Background: an optimization exercise with open tools, aiming at small area, a short achievable clock period and few clock cycles. Do not read the settings as production practice. Function was checked by simulation only, so behaviour that the tests miss may differ from the original. Power is estimated from default activity; no workload was simulated.

===== flow/config.mk =====
export PLATFORM = sky130hd
export DESIGN_NAME = integer_to_padded_ascii
export DESIGN_NICKNAME = integer_to_padded_ascii
export VERILOG_FILES = /design/flow/design.v
export SDC_FILE = /design/flow/constraint.sdc
export NUM_CORES = 4
export LEC_CHECK = 0
export CAP_MARGIN = 20
export CORE_MARGIN = 2
export CORE_UTILIZATION = 40
export SLEW_MARGIN = 20

===== flow/constraint.sdc =====
create_clock -name core_clock -period 8.0 [get_ports {clk_i}]
set_input_delay 1.6000 -clock core_clock [delete_from_list [all_inputs] [get_ports {clk_i}]]
set_output_delay 1.6000 -clock core_clock [all_outputs]
set_load 0.01 [all_outputs]

===== flow/design.v =====
`timescale 1ns / 1ps
`default_nettype none
package itap_pkg;
  localparam int VALUE_W     = 64;
  localparam int FUNC_W      = 3;
  localparam int WIDTH_W     = 6;
  localparam int PREC_W      = 7;
  localparam int CH_W        = 8;
  localparam int IN_TDATA_W  = 88;
  localparam int IN_TUSER_W  = 4;
  localparam int OUT_TDATA_W = 8;
  localparam int DEF_MAX_FIELD  = 62;
  localparam int DEF_VALUE_BITS = 64;
  typedef enum logic [FUNC_W-1:0] {
    FN_SDEC = 3'd0,
    FN_UDEC = 3'd1,
    FN_HEXL = 3'd2,
    FN_HEXU = 3'd3,
    FN_PTR  = 3'd4
  } itap_func_e;
  localparam logic [CH_W-1:0] CH_SPACE   = 8'h20;
  localparam logic [CH_W-1:0] CH_PLUS    = 8'h2b;
  localparam logic [CH_W-1:0] CH_MINUS   = 8'h2d;
  localparam logic [CH_W-1:0] CH_ZERO    = 8'h30;
  localparam logic [CH_W-1:0] CH_X       = 8'h78;
  localparam logic [CH_W-1:0] CH_LOWER_A = 8'h61;
  localparam logic [CH_W-1:0] CH_UPPER_A = 8'h41;
  typedef struct packed {
    logic clear;
    logic shift;
  } itap_row_ctrl_t;
endpackage
`default_nettype wire
`timescale 1ns / 1ps
`default_nettype none
module itap_bcd_cell (
  input  logic                   clk_i,
  input  logic                   rst_ni,
  input  itap_pkg::itap_row_ctrl_t ctrl_i,
  input  logic                   carry_i,
  output logic                   carry_o,
  output logic [3:0]             digit_o
);
  logic [3:0] digit_q;
  logic [3:0] adj;
  assign adj     = (digit_q >= 4'd5) ? (digit_q + 4'd3) : digit_q;
  assign carry_o = adj[3];
  assign digit_o = digit_q;
  always_ff @(posedge clk_i or negedge rst_ni) begin
    if (!rst_ni) begin
      digit_q <= 4'd0;
    end else if (ctrl_i.clear) begin
      digit_q <= 4'd0;
    end else if (ctrl_i.shift) begin
      digit_q <= {adj[2:0], carry_i};
    end
  end
endmodule
`default_nettype wire
`timescale 1ns / 1ps
`default_nettype none
module itap_bcd_row #(
  parameter int NDIG = 20
) (
  input  logic                     clk_i,
  input  logic                     rst_ni,
  input  itap_pkg::itap_row_ctrl_t ctrl_i,
  input  logic                     bit_i,
  output logic [NDIG*4-1:0]        digits_o,
  output logic                     ovf_o
);
  logic [NDIG:0] carry;
  assign carry[0] = bit_i;
  assign ovf_o    = carry[NDIG];
  for (genvar k = 0; k < NDIG; k++) begin : g_cell
    itap_bcd_cell u_cell (
      .clk_i   (clk_i),
      .rst_ni  (rst_ni),
      .ctrl_i  (ctrl_i),
      .carry_i (carry[k]),
      .carry_o (carry[k+1]),
      .digit_o (digits_o[k*4 +: 4])
    );
  end
endmodule
`default_nettype wire
`timescale 1ns / 1ps
`default_nettype none
import itap_pkg::*;
module integer_to_padded_ascii #(
  parameter int MAX_FIELD  = itap_pkg::DEF_MAX_FIELD,
  parameter int VALUE_BITS = itap_pkg::DEF_VALUE_BITS
) (
  input  logic                             clk_i,
  input  logic                             rst_ni,
  input  logic                             s_axis_tvalid,
  output logic                             s_axis_tready,
  input  logic [itap_pkg::IN_TDATA_W-1:0]  s_axis_tdata,
  input  logic [itap_pkg::IN_TUSER_W-1:0]  s_axis_tuser,
  output logic                             m_axis_tvalid,
  input  logic                             m_axis_tready,
  output logic [itap_pkg::OUT_TDATA_W-1:0] m_axis_tdata,
  output logic                             m_axis_tlast
);
  localparam int NDIG  = (VALUE_BITS * 301) / 1000 + 1;
  localparam int NHEX  = (VALUE_BITS + 3) / 4;
  localparam int HEX_W = NHEX * 4;
  localparam int CNT_W = $clog2(MAX_FIELD + 1);
  localparam int ND_W  = $clog2(NDIG + 1);
  localparam int DG_W  = $clog2(NDIG);
  localparam int BC_W  = $clog2(VALUE_BITS);
  typedef enum logic [1:0] {
    S_IDLE,
    S_CONV,
    S_SIZE,
    S_EMIT
  } state_e;
  state_e                  state_q;
  itap_pkg::itap_func_e              func_q;
  logic                    neg_q, fplus_q, fspace_q, fzero_q, fprefix_q, pnone_q;
  logic [CNT_W-1:0]        width_q, precc_q;
  logic [VALUE_BITS-1:0]   sh_q;
  logic [BC_W-1:0]         bcnt_q;
  logic [CNT_W-1:0]        sp_cnt_q, zr_cnt_q;
  logic                    sign_pend_q, pfx0_pend_q, pfxx_pend_q;
  logic [CH_W-1:0]         sign_ch_q;
  logic [DG_W-1:0]         dg_idx_q;
  logic                    m_tvalid_q, m_last_q;
  logic [CH_W-1:0]         m_ch_q;
  logic [VALUE_W-1:0]      value_in;
  itap_pkg::itap_func_e              func_in;
  logic                    wide_in;
  logic [WIDTH_W-1:0]      width_in;
  logic [PREC_W-1:0]       prec_in;
  logic                    in_fire, is_dec_in, is_hex_in, use_wide;
  logic [VALUE_BITS-1:0]   mask, vm, val_ld;
  logic                    sbit, neg_in;
  logic [CNT_W-1:0]        width_sat, precc_in;
  assign value_in = s_axis_tdata[63:0];
  assign width_in = s_axis_tdata[73:68];
  assign prec_in  = s_axis_tdata[80:74];
  assign func_in  = itap_pkg::itap_func_e'(s_axis_tuser[2:0]);
  assign wide_in  = s_axis_tuser[3];
  assign s_axis_tready = (state_q == S_IDLE);
  assign in_fire       = s_axis_tvalid && s_axis_tready;
  assign is_dec_in     = (func_in == FN_SDEC) || (func_in == FN_UDEC);
  assign is_hex_in     = (func_in == FN_HEXL) || (func_in == FN_HEXU) || (func_in == FN_PTR);
  assign use_wide      = wide_in || (func_in == FN_PTR);
  assign mask          = use_wide ? {VALUE_BITS{1'b1}} : VALUE_BITS'(32'hffff_ffff);
  assign vm            = value_in[VALUE_BITS-1:0] & mask;
  assign sbit          = use_wide ? vm[VALUE_BITS-1] : vm[31];
  assign neg_in        = (func_in == FN_SDEC) && sbit;
  assign val_ld        = neg_in ? ((~vm + VALUE_BITS'(1)) & mask) : vm;
  assign width_sat = (width_in > WIDTH_W'(MAX_FIELD)) ? CNT_W'(MAX_FIELD) : CNT_W'(width_in);
  assign precc_in  = prec_in[PREC_W-1] ? '0 :
                     (prec_in[5:0] > 6'(MAX_FIELD)) ? CNT_W'(MAX_FIELD) : CNT_W'(prec_in[5:0]);
  itap_pkg::itap_row_ctrl_t          row_ctrl;
  logic [NDIG*4-1:0]       bcd_flat;
  logic                    row_ovf;
  assign row_ctrl.clear = in_fire;
  assign row_ctrl.shift = (state_q == S_CONV);
  itap_bcd_row #(
    .NDIG (NDIG)
  ) u_row (
    .clk_i    (clk_i),
    .rst_ni   (rst_ni),
    .ctrl_i   (row_ctrl),
    .bit_i    (sh_q[VALUE_BITS-1]),
    .digits_o (bcd_flat),
    .ovf_o    (row_ovf)
  );
  logic                    is_dec;
  logic [HEX_W-1:0]        hexv;
  logic [3:0]              src [NDIG];
  logic [ND_W-1:0]         nd;
  assign is_dec = (func_q == FN_SDEC) || (func_q == FN_UDEC);
  assign hexv   = HEX_W'(sh_q);
  for (genvar k = 0; k < NDIG; k++) begin : g_src
    if (k < NHEX) begin : g_both
      assign src[k] = is_dec ? bcd_flat[k*4 +: 4] : hexv[k*4 +: 4];
    end else begin : g_dec
      assign src[k] = is_dec ? bcd_flat[k*4 +: 4] : 4'd0;
    end
  end
  always_comb begin
    nd = ND_W'(1);
    for (int k = 0; k < NDIG; k++) begin
      if (src[k] != 4'd0) begin
        nd = ND_W'(k + 1);
      end
    end
  end
  function automatic logic signed [7:0] clamp0(input logic signed [7:0] a);
    clamp0 = (a < 0) ? 8'sd0 : a;
  endfunction
  logic                    has_sign, has_pfx;
  logic [CH_W-1:0]         sign_ch;
  logic signed [7:0]       nd_s, w_s, p_s, len_s, mw_s, pad_s, sp_s;
  assign has_sign = is_dec && (neg_q || fplus_q || fspace_q);
  assign has_pfx  = !is_dec && (fprefix_q || (func_q == FN_PTR));
  assign sign_ch  = neg_q ? CH_MINUS : (fplus_q ? CH_PLUS : CH_SPACE);
  always_comb begin
    nd_s  = $signed(8'(nd));
    w_s   = $signed(8'(width_q));
    p_s   = $signed(8'(precc_q));
    len_s = nd_s + $signed(8'(has_sign));
    mw_s  = (p_s > w_s) ? p_s : w_s;
    if (is_dec) begin
      pad_s = clamp0(w_s - len_s);
      sp_s  = clamp0(pad_s - clamp0(p_s - len_s));
      if (fzero_q && pnone_q) begin
        sp_s = 8'sd0;
      end
    end else begin
      pad_s = clamp0(mw_s - nd_s);
      if (has_pfx) begin
        pad_s = clamp0(pad_s - 8'sd2);
      end
      if (!pnone_q) begin
        sp_s = clamp0(pad_s - clamp0(p_s - nd_s));
      end else begin
        sp_s = fzero_q ? 8'sd0 : pad_s;
      end
    end
  end
  logic                    emit_go, emit_last, emit_digit;
  logic [3:0]              dval;
  logic [CH_W-1:0]         dig_ch, emit_ch;
  assign emit_go = (state_q == S_EMIT) && (!m_tvalid_q || m_axis_tready);
  assign dval    = src[dg_idx_q];
  assign dig_ch  = (is_dec || dval < 4'd10) ? (CH_ZERO + CH_W'(dval)) :
                   (((func_q == FN_HEXU) ? CH_UPPER_A : CH_LOWER_A) + CH_W'(dval) - 8'd10);
  always_comb begin
    emit_digit = 1'b0;
    priority if (sp_cnt_q != '0) begin
      emit_ch = CH_SPACE;
    end else if (sign_pend_q) begin
      emit_ch = sign_ch_q;
    end else if (pfx0_pend_q) begin
      emit_ch = CH_ZERO;
    end else if (pfxx_pend_q) begin
      emit_ch = CH_X;
    end else if (zr_cnt_q != '0) begin
      emit_ch = CH_ZERO;
    end else begin
      emit_ch    = dig_ch;
      emit_digit = 1'b1;
    end
  end
  assign emit_last = emit_digit && (dg_idx_q == '0);
  always_ff @(posedge clk_i or negedge rst_ni) begin
    if (!rst_ni) begin
      state_q     <= S_IDLE;
      func_q      <= FN_SDEC;
      neg_q       <= 1'b0;
      fplus_q     <= 1'b0;
      fspace_q    <= 1'b0;
      fzero_q     <= 1'b0;
      fprefix_q   <= 1'b0;
      pnone_q     <= 1'b0;
      width_q     <= '0;
      precc_q     <= '0;
      sh_q        <= '0;
      bcnt_q      <= '0;
      sp_cnt_q    <= '0;
      zr_cnt_q    <= '0;
      sign_pend_q <= 1'b0;
      pfx0_pend_q <= 1'b0;
      pfxx_pend_q <= 1'b0;
      sign_ch_q   <= '0;
      dg_idx_q    <= '0;
      m_tvalid_q  <= 1'b0;
      m_last_q    <= 1'b0;
      m_ch_q      <= '0;
    end else begin
      if (m_tvalid_q && m_axis_tready && !emit_go) begin
        m_tvalid_q <= 1'b0;
      end
      unique case (state_q)
        S_IDLE: begin
          if (in_fire) begin
            func_q    <= func_in;
            neg_q     <= neg_in;
            fplus_q   <= s_axis_tdata[64];
            fspace_q  <= s_axis_tdata[65];
            fzero_q   <= s_axis_tdata[66];
            fprefix_q <= s_axis_tdata[67];
            pnone_q   <= (prec_in == {PREC_W{1'b1}});
            width_q   <= width_sat;
            precc_q   <= precc_in;
            sh_q      <= val_ld;
            bcnt_q    <= BC_W'(VALUE_BITS - 1);
            if (is_dec_in) begin
              state_q <= S_CONV;
            end else if (is_hex_in) begin
              state_q <= S_SIZE;
            end
          end
        end
        S_CONV: begin
          sh_q <= sh_q << 1;
          if (bcnt_q == '0) begin
            state_q <= S_SIZE;
          end else begin
            bcnt_q <= bcnt_q - BC_W'(1);
          end
        end
        S_SIZE: begin
          sp_cnt_q    <= CNT_W'(sp_s);
          zr_cnt_q    <= CNT_W'(pad_s - sp_s);
          sign_pend_q <= has_sign;
          sign_ch_q   <= sign_ch;
          pfx0_pend_q <= has_pfx;
          pfxx_pend_q <= has_pfx;
          dg_idx_q    <= DG_W'(nd - ND_W'(1));
          state_q     <= S_EMIT;
        end
        S_EMIT: begin
          if (emit_go) begin
            m_tvalid_q <= 1'b1;
            m_ch_q     <= emit_ch;
            m_last_q   <= emit_last;
            priority if (sp_cnt_q != '0) begin
              sp_cnt_q <= sp_cnt_q - CNT_W'(1);
            end else if (sign_pend_q) begin
              sign_pend_q <= 1'b0;
            end else if (pfx0_pend_q) begin
              pfx0_pend_q <= 1'b0;
            end else if (pfxx_pend_q) begin
              pfxx_pend_q <= 1'b0;
            end else if (zr_cnt_q != '0) begin
              zr_cnt_q <= zr_cnt_q - CNT_W'(1);
            end else if (dg_idx_q != '0) begin
              dg_idx_q <= dg_idx_q - DG_W'(1);
            end else begin
              state_q <= S_IDLE;
            end
          end
        end
      endcase
    end
  end
  assign m_axis_tvalid = m_tvalid_q;
  assign m_axis_tdata  = m_ch_q;
  assign m_axis_tlast  = m_last_q;
endmodule
`default_nettype wire

===== flow/run.sh =====
#!/bin/bash
# synth_recipe.tcl (not shown) runs the flow's synth.tcl, then flattens the netlist and writes it again
# the make line also repeats each setting of config.mk as NAME=value (left out here)
make -C /OpenROAD-flow-scripts/flow DESIGN_CONFIG=/design/flow/config.mk WORK_HOME=/design/flow/orfs CLKGATE_MAP_FILE= SYNTH_SCRIPT=/design/flow/synth_recipe.tcl finish

==> out/metrics.cfg <==
[clock_tree]
cts_sinks=206
cts_buffer_depth=3
cts_buffers=26
cts_hold_buf=0
clk_pin_slew_worst_paths_ps=60
root_buffer=clkbuf_16
cts_tree=yes
htreeDepth=1
insertion_delay_ps=560

[sta]
worst_slack_ps=347
timing.final.crit_period_ps=7650
tightest_slew_ps=963
max_freq_mhz=131
hold_viol=0
post-route-period-util_pct=95.7
finalMaxSlewViolations=0
finalSetupViolCount=0
slew-limit-headroom_pct=35.8
finalClockSkew_ps=25.3
tns_ps=0
hold_slack_ps=450

[power_and_ir_drop]
total_leakage_power_nw=8.45
pwr-share-clk_pct=46.4
power_frac_comb_pct=10.4
p_total_mw=2.50
ir_worst_vdd_v=0.000169
netSwitchingPower_uw=637
swShare_pct=25.5
p_per_area_nw_per_um2=125
p_int_mw=1.87
seq_power_share_pct=43.2

[detailed_routing]
totalWireLength_mm=54.3
wl_met2_mm=26.8
drt-met1-wl_mm=23.6
drc_errors=0
drt_iter0_drc=1177
met3_length_mm=2.45
routed_via_density=5.83
vias=16371
ant_nets=0
firstDrtPassIters=5
wl_per_cell_um=19.3
highest_layer=met4

[placed_design]
gp_congestion=0.920
portBuffers=98
place.detailed.hpwl_mm=40.7
dp_slack_ps=-96.5

[logic_synthesis]
yosysWarnings=3
async_flop_share_pct=100
yosysUniqueCellTypes=90
synth.area.top_cells=dfrtp_1 (31%), ha_1 (7.8%), a21oi_1 (6.5%), o21ai_0 (5.7%), nor2_1 (5.2%)
synth_top_area_share_pct=30.7
ys_seq_elements=206
synth_commonest_cells=nor2_1 (234), a21oi_1 (220), nand2_1 (208), dfrtp_1 (206), o21ai_0 (192)
syn-cell-area_um2=16800
yosysMostFrequentCell=nor2_1
synth_top_cell_by_area=dfrtp_1
synth_edf_count=0
syn_area_per_cell_um2=7.93
synthFlopType=dfrtp_1
synth_cells=2120
ys_seq_area_share_pct=30.7

[outcome]
status=no timing/DRC/antenna violations

[grt]
grt_pass1_wl_mm=85.2
grt_pass1_vias=15657
grt_overflow=0
antenna_found_initial=0
grt_max_degree=108
grt_usage_pct=24.2

[die]
coreArea_um2=41800
die-area_um2=43700
num_io_pins=107
rows=75
die_w_um=209
initial_utilization_pct=40.3
die_h_um=209

[critical_path]
worstSetupPathType=flip-flop to flip-flop
cp-start-kind=flip-flop
r2r_start=u_row.g_cell[2].u_cell.digit_q[3]
regToRegEndpoint=zr_cnt_q[5]
end_kind=flip-flop
cp_data_required_time_ps=8430
critical_path.max_stage_delay_ps=400
crit_path_max_fanout=4
rrSetupSlack_ps=350
crit_start=u_row.g_cell[2].u_cell.digit_q[3]
cp_data_arrival_time_ps=8080
crit_slowest_cell=dfrtp_1
endpoint=zr_cnt_q[5]
rr_worst_depth=42

[layout]
final_core_util_pct=47.9
seq_area_um2=5160
multiInputGateArea_um2=11100
antenna_cells=0
final_nets=2460
area_growth_pct=18.8
drive_gt1_share_pct=9.95
fillers=4058

[flow_run]
drv_cap=0

[min_path]
holdCritStartpoint=sign_ch_q[5]
hp-class=flip-flop to flip-flop

worst min-delay path by stage:
stage / endpoint / slack (ps) / cells after the start
CTS: sign_ch_q[5] / 460 / 2
detailed placement: sign_ch_q[5] / 450 / 2
global placement: sign_ch_q[5] / 440 / 2
global route: sign_ch_q[5] / 510 / 2
finish: sign_ch_q[5] / 450 / 2
floorplan: sign_ch_q[5] / 410 / 2
cells in the final DEF (no fill, tap or decap), drive strengths merged, types with 43 or more instances in the layout:
cell,netlist,routed
nand2,208,208
clkdlybuf4s50,0,97
nor2,235,235
inv,100,101
xnor2,51,51
buf,30,111
nand3,52,52
nor4,43,43
xor2,61,61
dfrtp,206,206
o21ai,199,199
mux2i,62,62
a21oi,222,222
ha,105,105
area by class of cell:
cell class | count | share of cell area (%)
repair buffers | 210 | 9.39
clock inverters | 8 | 0.357
flip-flops and latches | 206 | 25.8
clock buffers | 39 | 3.81
multi-input cells | 1708 | 55.4
inverters | 100 | 1.88
well taps | 539 | 3.37
metrics by stage:
step | area, um2 | cells
finish | 20000 | 2810
detailed placement | 18900 | 2757
global placement | 18900 | 2757
CTS | 19800 | 2804
global route | 20000 | 2810
floorplan | 16800 | 2121
power groups by stage:
stage               Sequential, mW  Combinational, mW  Clock (mW)
floorplan                     1.10              0.126           0
global placement              1.10              0.250           0
detailed placement            1.10              0.256           0
CTS                           1.08              0.257        1.18
global route                  1.08              0.290        1.23
finish                        1.08              0.260        1.16
metal layers:
layer	vias to the layer above	track usage (%)
met2	396	42.1
met3	85	2.51
met5	-	0
met4	0	6.48
met1	8009	32.0
li1	7881	-
cell families after synthesis:
kind of cell | Yosys count | share of synthesized area [%]
compound gates | 632 | 22.7
xor+xnor | 112 | 5.83
fa+ha+maj | 112 | 8.65
buf+inv | 207 | 5.00
flops | 206 | 30.7
mux | 71 | 4.32
other cells | 2 | 0.0447
simple gates | 778 | 22.8
worst max-delay path, delay by kind of cell, from the launching register on:
| kind | cells | cell delay [ps] |
|---|---|---|
| compound gates | 23 | 3690 |
| fa+ha+maj | 5 | 1220 |
| buf+inv | 4 | 500 |
| flops | 1 | 400 |
| mux | 1 | 220 |
| simple gates | 9 | 1470 |
timing repair:
action / in CTS / in global routing
resized for setup: 6 / 34
gates cloned: 0 / 1
setup endpoints to repair: 1 / 2
setup buffers: 0 / 5
pin swaps: 0 / 7
state kept, by name, summed over array words and instances (netlist names), 2 cells and up:
register / flops
func_q: 3
sh_q: 64
dg_idx_q: 5
sp_cnt_q: 6
zr_cnt_q: 6
state_q: 2
sign_ch_q: 4
u_row.g_cell.u_cell.digit_q: 80
bcnt_q: 6
m_ch_q: 7
width_q: 6
precc_q: 6
Testbench counts, summed over its fixed seeds: cycles 64,853.

-- port drivers added, routing unchanged --
Ports are ideal in the flow. The routed layout listed here was re-timed in OpenROAD.
Step 1 (the two cells are an assumption about what drives the block):
set clk [get_ports {clk_i}]
set_driving_cell -lib_cell sky130_fd_sc_hd__clkbuf_16 $clk
set_driving_cell -lib_cell sky130_fd_sc_hd__buf_2 [delete_from_list [all_inputs] $clk]
Step 2 adds t to the input delays and takes it off the output delays; t is the mean of the earliest and latest rising clock arrival at the registers after step 1. Input paths then give back, and output paths get back, about the clock's delay inside the block.
Three values: no drivers, after step 1, after step 2; two values: the first two.
t, ns: 0.599
slack for setup (ns): 0.347 / 0.347 / 0.347
worst hold slack (ns): 0.450 / 0.450 / 0.450
worst setup path after step 2: register to register
worst slew at a driven data input, ns: 0.06
After both steps setup and hold are still met in this run. For this run, drivers alone change the setup slack by 0.000 ns; drivers and shift together by 0.000 ns.
